From an optimization exercise on the open Yosys and OpenROAD flow, aimed at small area and a short achievable clock period; shortcuts taken in it are not production practice.
The RTL was checked by simulation tests, not by an equivalence proof against the original design.
Power and IR drop assume default switching activity.

== before ==
==> flow/design.v <==
module if_cell (
  input  logic Clock,
  input  logic wsel,    
  input  logic keep,    
  input  logic dd,      
  output logic q
);
  always_ff @(posedge Clock) begin
    q <= ~((q | wsel) & (dd | keep));
  end
endmodule
module if_col (
  input  logic [255:0] q,
  input  logic [255:0] rsel,
  input  logic         extra,
  output logic         y
);
  assign y = (|(q & rsel)) | extra;
endmodule
module instr_fetch (
  input  logic        Clock,
  input  logic        Reset,
  input  logic        Start,
  input  logic        LoadEn,
  input  logic [7:0]  LoadAddr,
  input  logic [15:0] LoadData,
  input  logic        Stall,
  output logic [15:0] Instruction,
  output logic        InstrValid,
  output logic [7:0]  PC,
  output logic        Halted
);
  logic               running;
  logic               wr_en;
  logic               wr_byp;     
  logic [7:0]         wr_addr;
  logic [15:0]        wr_data;
  logic               phase;
  always_ff @(posedge Clock) begin
    wr_en   <= LoadEn & ~running;
    wr_byp  <= LoadEn & ~running & (LoadAddr == 8'd0);
    wr_addr <= LoadAddr;
    wr_data <= LoadData;
    phase   <= ~phase;
  end
  logic [15:0]  wdec_hi, wdec_lo;
  logic [255:0] wsel, keep;
  logic [15:0]  dd;
  for (genvar k = 0; k < 16; k++) begin : g_wdec
    assign wdec_hi[k] = wr_en & (wr_addr[7:4] == 4'(k));
    assign wdec_lo[k] = (wr_addr[3:0] == 4'(k));
  end
  for (genvar i = 0; i < 256; i++) begin : g_wsel
    assign wsel[i] = wdec_hi[i / 16] & wdec_lo[i % 16];
    assign keep[i] = ~wsel[i];
  end
  assign dd = wr_data ^ {16{phase}};
  logic [15:0]  rd_hi, rd_lo;
  logic [255:0] rsel;
  for (genvar i = 0; i < 256; i++) begin : g_rsel
    if (i == 0) begin : g_z
      assign rsel[i] = rd_hi[0] & rd_lo[0] & ~wr_byp;
    end else begin : g_nz
      assign rsel[i] = rd_hi[i / 16] & rd_lo[i % 16];
    end
  end
  logic [255:0][15:0] cells;
  logic [15:0][255:0] cols;
  logic [15:0]        raw;
  logic [15:0]        word;
  for (genvar i = 0; i < 256; i++) begin : g_word
    for (genvar b = 0; b < 16; b++) begin : g_bit
      if_cell u_cell (
        .Clock (Clock),
        .wsel  (wsel[i]),
        .keep  (keep[i]),
        .dd    (dd[b]),
        .q     (cells[i][b])
      );
      assign cols[b][i] = cells[i][b];
    end
  end
  for (genvar b = 0; b < 16; b++) begin : g_col
    if_col u_col (.q(cols[b]), .rsel(rsel), .extra(dd[b] & wr_byp), .y(raw[b]));
  end
  assign word = raw ^ {16{phase}};
  logic spec, is_jmp, is_halt;
  logic adv, step, jump, hold;
  logic [15:0] jhi, jlo;
  assign spec    = word[15] & word[14] & word[13];
  assign is_jmp  = spec & ~word[12];
  assign is_halt = spec & word[12];
  assign adv     = running & ~Stall;
  assign step    = adv & ~spec;
  assign jump    = adv & is_jmp;
  assign hold    = running & (Stall | is_halt);
  for (genvar k = 0; k < 16; k++) begin : g_jdec
    assign jhi[k] = (word[7:4] == 4'(k));
    assign jlo[k] = (word[3:0] == 4'(k));
  end
  logic [15:0] rd_hi_n, rd_lo_n;
  for (genvar k = 0; k < 16; k++) begin : g_rdn
    localparam int KM = (k + 15) % 16;
    assign rd_lo_n[k] = (~running & ((k == 0) ? Start : (~Start & rd_lo[k]))) |
                        (hold & rd_lo[k]) | (step & rd_lo[KM]) | (jump & jlo[k]);
    assign rd_hi_n[k] = (~running & ((k == 0) ? Start : (~Start & rd_hi[k]))) |
                        ((hold | (step & ~rd_lo[15])) & rd_hi[k]) |
                        (step & rd_lo[15] & rd_hi[KM]) | (jump & jhi[k]);
  end
  always_ff @(posedge Clock or negedge Reset) begin
    if (!Reset) begin
      rd_hi <= 16'd1;
      rd_lo <= 16'd1;
    end else begin
      rd_hi <= rd_hi_n;
      rd_lo <= rd_lo_n;
    end
  end
  for (genvar j = 0; j < 4; j++) begin : g_enc
    logic [15:0] mask;
    for (genvar k = 0; k < 16; k++) begin : g_m
      assign mask[k] = ((k >> j) & 1) != 0;
    end
    assign PC[j]     = |(rd_lo & mask);
    assign PC[j + 4] = |(rd_hi & mask);
  end
  always_ff @(posedge Clock or negedge Reset) begin
    if (!Reset) begin
      running     <= 1'b0;
      Instruction <= '0;
      InstrValid  <= 1'b0;
      Halted      <= 1'b0;
    end else if (!running) begin
      InstrValid <= 1'b0;
      if (Start) begin
        running <= 1'b1;
        Halted  <= 1'b0;
      end
    end else if (!Stall) begin
      if (is_jmp) begin
        InstrValid <= 1'b0;
      end else if (is_halt) begin
        running    <= 1'b0;
        Halted     <= 1'b1;
        InstrValid <= 1'b0;
      end else begin
        Instruction <= word;
        InstrValid  <= 1'b1;
      end
    end
  end
endmodule
clock: 6.0 ns
lec_check: 0
cap_margin: 20
core_margin: 2
core_utilization: 55
cts_cluster_diameter: 80
cts_cluster_size: 22
setup_slack_margin: 3.0
slew_margin: 20
synth_hierarchical: 1
run.sh (not shown) runs the stock make flow with config.mk's settings and CLKGATE_MAP_FILE= SYNTH_SCRIPT=/design/flow/synth_recipe.tcl, a recipe that flattens the netlist after the stock synthesis.
#### Input delta (after over before)
==> flow/design.v, changed modules only <==
module if_rsel (
  input  logic [15:0]  hi,
  input  logic [15:0]  lo,
  input  logic         byp,
  output logic [255:0] rsel
);
  for (genvar i = 0; i < 256; i++) begin : g_rsel
    if (i == 0) begin : g_z
      assign rsel[i] = hi[0] & lo[0] & ~byp;
    end else begin : g_nz
      assign rsel[i] = hi[i / 16] & lo[i % 16];
    end
  end
endmodule
module instr_fetch (
  input  logic        Clock,
  input  logic        Reset,
  input  logic        Start,
  input  logic        LoadEn,
  input  logic [7:0]  LoadAddr,
  input  logic [15:0] LoadData,
  input  logic        Stall,
  output logic [15:0] Instruction,
  output logic        InstrValid,
  output logic [7:0]  PC,
  output logic        Halted
);
  logic               running;
  logic               wr_en;
  logic               wr_byp;     
  logic [7:0]         wr_addr;
  logic [15:0]        wr_data;
  logic               phase;
  always_ff @(posedge Clock) begin
    wr_en   <= LoadEn & ~running;
    wr_byp  <= LoadEn & ~running & (LoadAddr == 8'd0);
    wr_addr <= LoadAddr;
    wr_data <= LoadData;
    phase   <= ~phase;
  end
  logic [15:0]  wdec_hi, wdec_lo;
  logic [255:0] wsel, keep;
  logic [15:0]  dd;
  for (genvar k = 0; k < 16; k++) begin : g_wdec
    assign wdec_hi[k] = wr_en & (wr_addr[7:4] == 4'(k));
    assign wdec_lo[k] = (wr_addr[3:0] == 4'(k));
  end
  for (genvar i = 0; i < 256; i++) begin : g_wsel
    assign wsel[i] = wdec_hi[i / 16] & wdec_lo[i % 16];
    assign keep[i] = ~wsel[i];
  end
  assign dd = wr_data ^ {16{phase}};
  logic [15:0]  rd_hi, rd_lo;
  logic [255:0] rsel;
  if_rsel u_rsel (.hi(rd_hi), .lo(rd_lo), .byp(wr_byp), .rsel(rsel));
  logic [255:0][15:0] cells;
  logic [15:0][255:0] cols;
  logic [15:0]        raw;
  logic [15:0]        word;
  for (genvar i = 0; i < 256; i++) begin : g_word
    for (genvar b = 0; b < 16; b++) begin : g_bit
      if_cell u_cell (
        .Clock (Clock),
        .wsel  (wsel[i]),
        .keep  (keep[i]),
        .dd    (dd[b]),
        .q     (cells[i][b])
      );
      assign cols[b][i] = cells[i][b];
    end
  end
  for (genvar b = 0; b < 16; b++) begin : g_col
    assign raw[b] = (|(cols[b] & rsel)) | (dd[b] & wr_byp);
  end
  assign word = raw ^ {16{phase}};
  logic spec, is_jmp, is_halt;
  logic adv, step, jump, hold;
  logic [15:0] jhi, jlo;
  assign spec    = word[15] & word[14] & word[13];
  assign is_jmp  = spec & ~word[12];
  assign is_halt = spec & word[12];
  assign adv     = running & ~Stall;
  assign step    = adv & ~spec;
  assign jump    = adv & is_jmp;
  assign hold    = running & (Stall | is_halt);
  for (genvar k = 0; k < 16; k++) begin : g_jdec
    assign jhi[k] = (word[7:4] == 4'(k));
    assign jlo[k] = (word[3:0] == 4'(k));
  end
  logic [15:0] rd_hi_n, rd_lo_n;
  for (genvar k = 0; k < 16; k++) begin : g_rdn
    localparam int KM = (k + 15) % 16;
    assign rd_lo_n[k] = (~running & (k == 0)) | (hold & rd_lo[k]) |
                        (step & rd_lo[KM]) | (jump & jlo[k]);
    assign rd_hi_n[k] = (~running & (k == 0)) |
                        ((hold | (step & ~rd_lo[15])) & rd_hi[k]) |
                        (step & rd_lo[15] & rd_hi[KM]) | (jump & jhi[k]);
  end
  always_ff @(posedge Clock) begin
    rd_hi <= rd_hi_n;
    rd_lo <= rd_lo_n;
  end
  always_ff @(posedge Clock or negedge Reset) begin
    if (!Reset) begin
      running     <= 1'b0;
      PC          <= '0;
      Instruction <= '0;
      InstrValid  <= 1'b0;
      Halted      <= 1'b0;
    end else if (!running) begin
      InstrValid <= 1'b0;
      if (Start) begin
        running <= 1'b1;
        PC      <= '0;
        Halted  <= 1'b0;
      end
    end else if (!Stall) begin
      if (is_jmp) begin
        PC         <= word[7:0];
        InstrValid <= 1'b0;
      end else if (is_halt) begin
        running    <= 1'b0;
        Halted     <= 1'b1;
        InstrValid <= 1'b0;
      end else begin
        Instruction <= word;
        InstrValid  <= 1'b1;
        PC          <= PC + 8'd1;
      end
    end
  end
endmodule
// module if_col removed
==> comparison <==
after: it failed during 5_1_grt, and the tool reported GRT-0116.
Compared with before, in after number of different library cells in the post-synthesis netlist picked up an extra about 24%; height of the die shows an increase of 0.49%.
Compared with before, in after synthesized cell count saw an increase; area after synthesis increased 1300 µm².
Relative to before, placed instance count has increased by 8.6% in after.
Looking at after and before, the flip-flop and latch count after synthesis is a wash.
Diff before -> after: number of cell rows now sits higher, number of buffers inserted by port buffering did not really move.
Per the comparison of after with before, sum of net half-perimeters after detailed placement +about 150%, parity-gate share of the synthesized area counting xor and xnor cells now sits at about the same level.
after — fraction of registers with async set/reset 0.58 points lower, before as reference


instr_fetch, a different RTL version from the one above (not shown whole).
Size: ~12,000 cells after synthesis, roughly 4,200 flip-flops, about 55 I/O pins.
==> module if_cell, before the edit <==
module if_cell (
  input  logic Clock,
  input  logic wsel,    
  input  logic keep,    
  input  logic dd,      
  output logic q
);
  always_ff @(posedge Clock) begin
    q <= (q & keep) | (dd & wsel);
  end
endmodule
==> module if_col, before the edit <==
module if_col (
  input  logic [255:0] q,
  input  logic [255:0] rsel,
  input  logic         extra,
  output logic         y
);
  assign y = (|(q & rsel)) | extra;
endmodule
==> module instr_fetch, before the edit <==
module instr_fetch (
  input  logic        Clock,
  input  logic        Reset,
  input  logic        Start,
  input  logic        LoadEn,
  input  logic [7:0]  LoadAddr,
  input  logic [15:0] LoadData,
  input  logic        Stall,
  output logic [15:0] Instruction,
  output logic        InstrValid,
  output logic [7:0]  PC,
  output logic        Halted
);
  logic               running;
  logic               wr_en;
  logic               wr_byp;     
  logic [7:0]         wr_addr;
  logic [15:0]        wr_data;
  always_ff @(posedge Clock) begin
    wr_en   <= LoadEn & ~running;
    wr_byp  <= LoadEn & ~running & (LoadAddr == 8'd0);
    wr_addr <= LoadAddr;
    wr_data <= LoadData;
  end
  logic [15:0]  wdec_hi, wdec_lo;
  logic [255:0] wsel, keep;
  logic [15:0]  dd;
  for (genvar k = 0; k < 16; k++) begin : g_wdec
    assign wdec_hi[k] = wr_en & (wr_addr[7:4] == 4'(k));
    assign wdec_lo[k] = (wr_addr[3:0] == 4'(k));
  end
  for (genvar i = 0; i < 256; i++) begin : g_wsel
    assign wsel[i] = wdec_hi[i / 16] & wdec_lo[i % 16];
    assign keep[i] = ~wsel[i];
  end
  assign dd = wr_data;
  logic [15:0]  rd_hi, rd_lo;
  logic [255:0] rsel;
  for (genvar i = 0; i < 256; i++) begin : g_rsel
    if (i == 0) begin : g_z
      assign rsel[i] = rd_hi[0] & rd_lo[0] & ~wr_byp;
    end else begin : g_nz
      assign rsel[i] = rd_hi[i / 16] & rd_lo[i % 16];
    end
  end
  logic [255:0][15:0] cells;
  logic [15:0][255:0] cols;
  logic [15:0]        raw;
  logic [15:0]        word;
  for (genvar i = 0; i < 256; i++) begin : g_word
    for (genvar b = 0; b < 16; b++) begin : g_bit
      if_cell u_cell (
        .Clock (Clock),
        .wsel  (wsel[i]),
        .keep  (keep[i]),
        .dd    (dd[b]),
        .q     (cells[i][b])
      );
      assign cols[b][i] = cells[i][b];
    end
  end
  for (genvar b = 0; b < 16; b++) begin : g_col
    if_col u_col (.q(cols[b]), .rsel(rsel), .extra(dd[b] & wr_byp), .y(raw[b]));
  end
  assign word = raw;
  logic spec, is_jmp, is_halt;
  logic adv, step, jump, hold;
  logic [15:0] jhi, jlo;
  assign spec    = word[15] & word[14] & word[13];
  assign is_jmp  = spec & ~word[12];
  assign is_halt = spec & word[12];
  assign adv     = running & ~Stall;
  assign step    = adv & ~spec;
  assign jump    = adv & is_jmp;
  assign hold    = running & (Stall | is_halt);
  for (genvar k = 0; k < 16; k++) begin : g_jdec
    assign jhi[k] = (word[7:4] == 4'(k));
    assign jlo[k] = (word[3:0] == 4'(k));
  end
  logic [15:0] rd_hi_n, rd_lo_n;
  for (genvar k = 0; k < 16; k++) begin : g_rdn
    localparam int KM = (k + 15) % 16;
    assign rd_lo_n[k] = (~running & ((k == 0) ? Start : (~Start & rd_lo[k]))) |
                        (hold & rd_lo[k]) | (step & rd_lo[KM]) | (jump & jlo[k]);
    assign rd_hi_n[k] = (~running & ((k == 0) ? Start : (~Start & rd_hi[k]))) |
                        ((hold | (step & ~rd_lo[15])) & rd_hi[k]) |
                        (step & rd_lo[15] & rd_hi[KM]) | (jump & jhi[k]);
  end
  always_ff @(posedge Clock or negedge Reset) begin
    if (!Reset) begin
      rd_hi <= 16'd1;
      rd_lo <= 16'd1;
    end else begin
      rd_hi <= rd_hi_n;
      rd_lo <= rd_lo_n;
    end
  end
  for (genvar j = 0; j < 4; j++) begin : g_enc
    logic [15:0] mask;
    for (genvar k = 0; k < 16; k++) begin : g_m
      assign mask[k] = ((k >> j) & 1) != 0;
    end
    assign PC[j]     = |(rd_lo & mask);
    assign PC[j + 4] = |(rd_hi & mask);
  end
  always_ff @(posedge Clock or negedge Reset) begin
    if (!Reset) begin
      running     <= 1'b0;
      Instruction <= '0;
      InstrValid  <= 1'b0;
      Halted      <= 1'b0;
    end else if (!running) begin
      InstrValid <= 1'b0;
      if (Start) begin
        running <= 1'b1;
        Halted  <= 1'b0;
      end
    end else if (!Stall) begin
      if (is_jmp) begin
        InstrValid <= 1'b0;
      end else if (is_halt) begin
        running    <= 1'b0;
        Halted     <= 1'b1;
        InstrValid <= 1'b0;
      end else begin
        Instruction <= word;
        InstrValid  <= 1'b1;
      end
    end
  end
endmodule
Settings: LEC_CHECK=0, CAP_MARGIN=20, CORE_MARGIN=2, CORE_UTILIZATION=55, CTS_CLUSTER_DIAMETER=80, CTS_CLUSTER_SIZE=22, SETUP_SLACK_MARGIN=3.0, SLEW_MARGIN=20, SYNTH_HIERARCHICAL=1; clock period 6.0 ns.
Edit:
--- a/flow/design.v
+++ b/flow/design.v
@@ -4,20 +4,59 @@
   input  logic keep,    
   input  logic dd,      
   output logic q
 );
   always_ff @(posedge Clock) begin
-    q <= (q & keep) | (dd & wsel);
+    q <= ~((q | wsel) & (dd | keep));
   end
+endmodule
+module if_or8 (
+  input  logic [7:0] q,
+  input  logic [7:0] s,
+  output logic       y
+);
+  logic [3:0] p_n;
+  for (genvar i = 0; i < 4; i++) begin : g_p
+    assign p_n[i] = ~((q[2*i] & s[2*i]) | (q[2*i+1] & s[2*i+1]));
+  end
+  assign y = ~&p_n;
+endmodule
+module if_nand4 (
+  input  logic [3:0] a,
+  output logic       y
+);
+  assign y = ~&a;
+endmodule
+module if_nor2 (
+  input  logic [1:0] a,
+  output logic       y_n
+);
+  assign y_n = ~|a;
 endmodule
 module if_col (
   input  logic [255:0] q,
   input  logic [255:0] rsel,
   input  logic         extra,
   output logic         y
 );
-  assign y = (|(q & rsel)) | extra;
+  logic [31:0]  l2;      
+  logic [15:0]  l3_n;    
+  logic [3:0]   l4;      
+  logic [1:0]   l5_n;    
+  for (genvar i = 0; i < 32; i++) begin : g_l2
+    if_or8 u (.q(q[8*i +: 8]), .s(rsel[8*i +: 8]), .y(l2[i]));
+  end
+  for (genvar i = 0; i < 16; i++) begin : g_l3
+    if_nor2 u (.a(l2[2*i +: 2]), .y_n(l3_n[i]));
+  end
+  for (genvar i = 0; i < 4; i++) begin : g_l4
+    if_nand4 u (.a(l3_n[4*i +: 4]), .y(l4[i]));
+  end
+  for (genvar i = 0; i < 2; i++) begin : g_l5
+    if_nor2 u (.a(l4[2*i +: 2]), .y_n(l5_n[i]));
+  end
+  assign y = ~(l5_n[0] & l5_n[1]) | extra;
 endmodule
 module instr_fetch (
   input  logic        Clock,
   input  logic        Reset,
   input  logic        Start,
@@ -33,15 +72,17 @@
   logic               running;
   logic               wr_en;
   logic               wr_byp;     
   logic [7:0]         wr_addr;
   logic [15:0]        wr_data;
+  logic               phase;
   always_ff @(posedge Clock) begin
     wr_en   <= LoadEn & ~running;
     wr_byp  <= LoadEn & ~running & (LoadAddr == 8'd0);
     wr_addr <= LoadAddr;
     wr_data <= LoadData;
+    phase   <= ~phase;
   end
   logic [15:0]  wdec_hi, wdec_lo;
   logic [255:0] wsel, keep;
   logic [15:0]  dd;
   for (genvar k = 0; k < 16; k++) begin : g_wdec
@@ -50,11 +91,11 @@
   end
   for (genvar i = 0; i < 256; i++) begin : g_wsel
     assign wsel[i] = wdec_hi[i / 16] & wdec_lo[i % 16];
     assign keep[i] = ~wsel[i];
   end
-  assign dd = wr_data;
+  assign dd = wr_data ^ {16{phase}};
   logic [15:0]  rd_hi, rd_lo;
   logic [255:0] rsel;
   for (genvar i = 0; i < 256; i++) begin : g_rsel
     if (i == 0) begin : g_z
       assign rsel[i] = rd_hi[0] & rd_lo[0] & ~wr_byp;
@@ -79,11 +120,11 @@
     end
   end
   for (genvar b = 0; b < 16; b++) begin : g_col
     if_col u_col (.q(cols[b]), .rsel(rsel), .extra(dd[b] & wr_byp), .y(raw[b]));
   end
-  assign word = raw;
+  assign word = raw ^ {16{phase}};
   logic spec, is_jmp, is_halt;
   logic adv, step, jump, hold;
   logic [15:0] jhi, jlo;
   assign spec    = word[15] & word[14] & word[13];
   assign is_jmp  = spec & ~word[12];
After rerunning: The changed run completed with no timing, DRC or antenna violations; power goes up by about a fifth; wire length goes down by roughly a tenth; design area goes down by a little under a tenth; worst hold slack improves by 0.068 ns; area after synthesis goes down by a little under a tenth; utilization is about the same; synthesized cell count goes up by a few percent; final cell count goes down slightly; fmax goes down slightly; sequential share of layout area goes up by 4.0 points.

[port drivers added, routing unchanged]
No port has a modelled driver above. Below, the same layouts with a new extraction and two added sets of constraints.
Step 1: set_driving_cell puts a clkbuf_16 on Clock and a buf_2 on each other input, an assumption about the parent block.
Step 2 adds t to the input delays and takes it off the output delays; t is the mean of the earliest and latest rising clock arrival at the registers after step 1. Input paths then give back, and output paths get back, about the clock's delay inside the block.
Three values: ideal ports, drivers, drivers and shift; two values: the first two.
run | t, ns | slack for setup (ns) | worst slew at a driven data input, ns
before | 1.004 | 1.311 / 1.311 / 1.311 | 0.19
the first run of note 2 | 1.050 | 1.798 / 1.798 / 1.798 | 0.24
the second run of note 2 | 0.993 | 1.761 / 1.761 / 1.761 | 0.06
After both steps every run listed still meets setup and hold.
